From an optimization exercise on the open Yosys and OpenROAD flow, aimed at small area; shortcuts taken in it are not production practice.
Function was checked by simulation only, so behaviour that the tests miss may differ from the original.
Power figures rest on the tool's default switching activity, not on a simulated workload. The flow treats the clock pin as an ideal source, which a real chip does not have.

// core_top
module core_top
#(
    parameter logic [31:0] RESET_PC = 32'h0000_0000
) (
    input  logic        clk,
    input  logic        reset_i,
    output logic [31:0] pc_o,
    input  logic [31:0] inst_i,
    output logic        dmem_req_valid_o,
    input  logic        dmem_req_ready_i,
    output logic [64:0] dmem_req_o,
    input  logic [31:0] dmem_rdata_i,
    output logic        retire_valid_o,
    output logic [68:0] retire_o
);
    localparam logic [2:0] S_CLR  = 3'd0;
    localparam logic [2:0] S_EX   = 3'd1;
    localparam logic [2:0] S_MEM  = 3'd2;
    localparam logic [2:0] S_WAIT = 3'd3;
    localparam logic [2:0] S_PCU  = 3'd4;
    logic [2:0]  st_q;
    logic [4:0]  cnt_q;
    logic        c_q;         
    logic        tk_q;        
    logic [4:0]  rd_q;        
    logic [31:1] pc_q;        
    logic [31:0] addr_q;
    logic [31:0] wdata_q;
    logic        st_clr, st_ex, st_mem, st_wait, st_pcu;
    logic        last;
    logic [6:0]  opc;
    logic [2:0]  f3;
    logic        is_op, is_opimm, is_lui, is_load, is_store, is_br;
    logic        logic_op, sub;
    logic        t1, t2;
    logic        immb;
    logic        a, b;
    logic        cin, sum, cout;
    logic        lres, res;
    logic        tk_acc;
    logic        off, pc_a, pc_sum, pc_cout;
    logic        wbit;
    assign st_clr  = (st_q == S_CLR);
    assign st_ex   = (st_q == S_EX);
    assign st_mem  = (st_q == S_MEM);
    assign st_wait = (st_q == S_WAIT);
    assign st_pcu  = (st_q == S_PCU);
    assign last    = (cnt_q == 5'd31);
    assign opc      = inst_i[6:0];
    assign f3       = inst_i[14:12];
    assign is_op    = (opc == core_pkg::OP_OP);
    assign is_opimm = (opc == core_pkg::OP_OPIMM);
    assign is_lui   = (opc == core_pkg::OP_LUI);
    assign is_load  = (opc == core_pkg::OP_LOAD);
    assign is_store = (opc == core_pkg::OP_STORE);
    assign is_br    = (opc == core_pkg::OP_BRANCH);
    assign logic_op = is_op && (f3 == 3'b100 || f3 == 3'b110 || f3 == 3'b111);
    assign sub      = is_op && inst_i[30] && !logic_op;
    logic sb;
    assign sb = is_store || is_br;
    always_comb begin
        if (cnt_q >= 5'd12) begin
            immb = is_lui ? inst_i[cnt_q] : inst_i[31];
  ...
Size in the first run: about 1,100 flip-flops, ~240 I/O pins, about 26,000 µm² of cells after synthesis.
Settings: LEC_CHECK=0, CAP_MARGIN=20, CORE_MARGIN=2, CORE_UTILIZATION=40, SLEW_MARGIN=20; clock period 6.0 ns.
standard.sh (not shown) runs the stock make flow with config.mk's settings and CLKGATE_MAP_FILE= SYNTH_SCRIPT=/design/flow/synth_recipe.tcl, a recipe that flattens the netlist after the stock synthesis.
==> flow/flow/run.sh <==
#!/bin/bash
# Standard layout, with the smallest buffer on the ports and a tuned clock tree.
set -euo pipefail
export BUFFER_PORTS_ARGS="-buffer_cell sky130_fd_sc_hd__buf_1"
export CTS_ARGS="-sink_clustering_enable -repair_clock_nets -sink_clustering_size 20 -sink_clustering_max_diameter 80 -buf_list sky130_fd_sc_hd__clkbuf_8 -dont_use_dummy_load"
bash standard.sh > flow_make.log 2>&1
Then changed:
==> flow/flow/run.sh (replaced) <==
#!/bin/bash
# Standard layout, with the smallest buffer on the ports and a tuned clock tree.
set -euo pipefail
export BUFFER_PORTS_ARGS="-buffer_cell sky130_fd_sc_hd__buf_1"
export CTS_ARGS="-sink_clustering_enable -repair_clock_nets -sink_clustering_size 12 -sink_clustering_max_diameter 60 -buf_list sky130_fd_sc_hd__clkbuf_4 -root_buf sky130_fd_sc_hd__clkbuf_16 -tree_buf sky130_fd_sc_hd__clkbuf_16 -dont_use_dummy_load"
bash standard.sh > flow_make.log 2>&1
Outcome: Via count is higher by 2.8%; synthesized area stays the same; final area is about the same; power is higher by 0.30%.
Then changed:
==> flow/flow/run.sh (replaced) <==
#!/bin/bash
# Standard layout, with the smallest buffer on the ports and larger clock-sink clusters.
set -euo pipefail
export BUFFER_PORTS_ARGS="-buffer_cell sky130_fd_sc_hd__buf_1"
export CTS_ARGS="-sink_clustering_enable -repair_clock_nets -sink_clustering_size 30 -sink_clustering_max_diameter 120 -dont_use_dummy_load"
bash standard.sh > flow_make.log 2>&1
The new run passed the timing, DRC and antenna checks.
Via count falls by about 3.3%.
Cell count drops by about 2.2%.
Clock skew came out higher by 0.021 ns.
Then changed:
==> flow/flow/run.sh (replaced) <==
#!/bin/bash
# Standard layout, with the smallest buffer on the ports and a tuned clock tree.
set -euo pipefail
export BUFFER_PORTS_ARGS="-buffer_cell sky130_fd_sc_hd__buf_1"
export CTS_ARGS="-sink_clustering_enable -repair_clock_nets -sink_clustering_size 12 -sink_clustering_max_diameter 60 -buf_list sky130_fd_sc_hd__clkbuf_4 -dont_use_dummy_load"
bash standard.sh > flow_make.log 2>&1
Via count grows by a few percent.
Area after synthesis is unchanged.
Non-clock buffer count is unchanged.
Utilization shrinks by 0.47 points.
Sequential share of layout area grows by 0.87 points.
Clock power shrinks by about a fifth.
Worst setup slack gets better by 0.23 ns.
Die area stays the same.
Clock skew grows by 0.0042 ns.
Then changed:
==> flow/flow/run.sh (replaced) <==
#!/bin/bash
# Standard layout, with the smallest buffer on the ports and a tuned clock tree.
set -euo pipefail
export BUFFER_PORTS_ARGS="-buffer_cell sky130_fd_sc_hd__buf_1"
export CTS_ARGS="-sink_clustering_enable -repair_clock_nets -sink_clustering_size 10 -sink_clustering_max_diameter 60 -buf_list sky130_fd_sc_hd__clkbuf_4 -dont_use_dummy_load"
bash standard.sh > flow_make.log 2>&1
Result:
- non-clock buffer count is unchanged
- sequential share of layout area is lower by 0.43 points
- global-route usage is higher by 0.10 points
- power is higher by 1.6%
- cell count is higher by 0.85%
- hold slack is worse by 0.062 ns
- setup slack is worse by 0.075 ns
- cell area is higher by about 0.5%
- routed wire length hardly moves
- register-to-register slack is better by 0.11 ns

-- port drivers added, routing unchanged --
Ports are ideal in the flow. The routed layouts listed here were re-timed in OpenROAD.
Step 1, drivers: a clkbuf_16 drives clk and a buf_2 each remaining input, both assumed.
Step 2 also shifts input and output timing later by t, the mid clock arrival at the registers, as if the neighbouring blocks saw the same clock.
a / b / c = ideal ports / drivers / drivers and shift; a / b = the first two.
| run | shift t [ns] | setup slack, ns | worst setup path after step 2 | clock arrival spread, ns | worst data-port slew with drivers (ns) |
|---|---|---|---|---|---|
| the first run | 0.643 | 2.021 / 2.027 / 1.383 | input to register | 0.111 / 0.111 | 0.12 |
| the second run | 0.629 | 1.971 / 1.982 / 1.352 | input to register | 0.047 / 0.047 | 0.11 |
| the third run | 0.627 | 1.947 / 1.959 / 1.332 | input to register | 0.056 / 0.056 | 0.12 |
| the fourth run | 0.857 | 2.181 / 2.131 / 1.349 | input to register | 0.078 / 0.078 | 0.11 |
| the fifth run | 0.900 | 2.106 / 2.057 / 1.355 | input to register | 0.155 / 0.155 | 0.12 |
After both steps setup and hold are still met in every run listed. The setup slack of the fourth run, which loses most, moves by -0.050 ns with the drivers and by -0.832 ns with both steps.
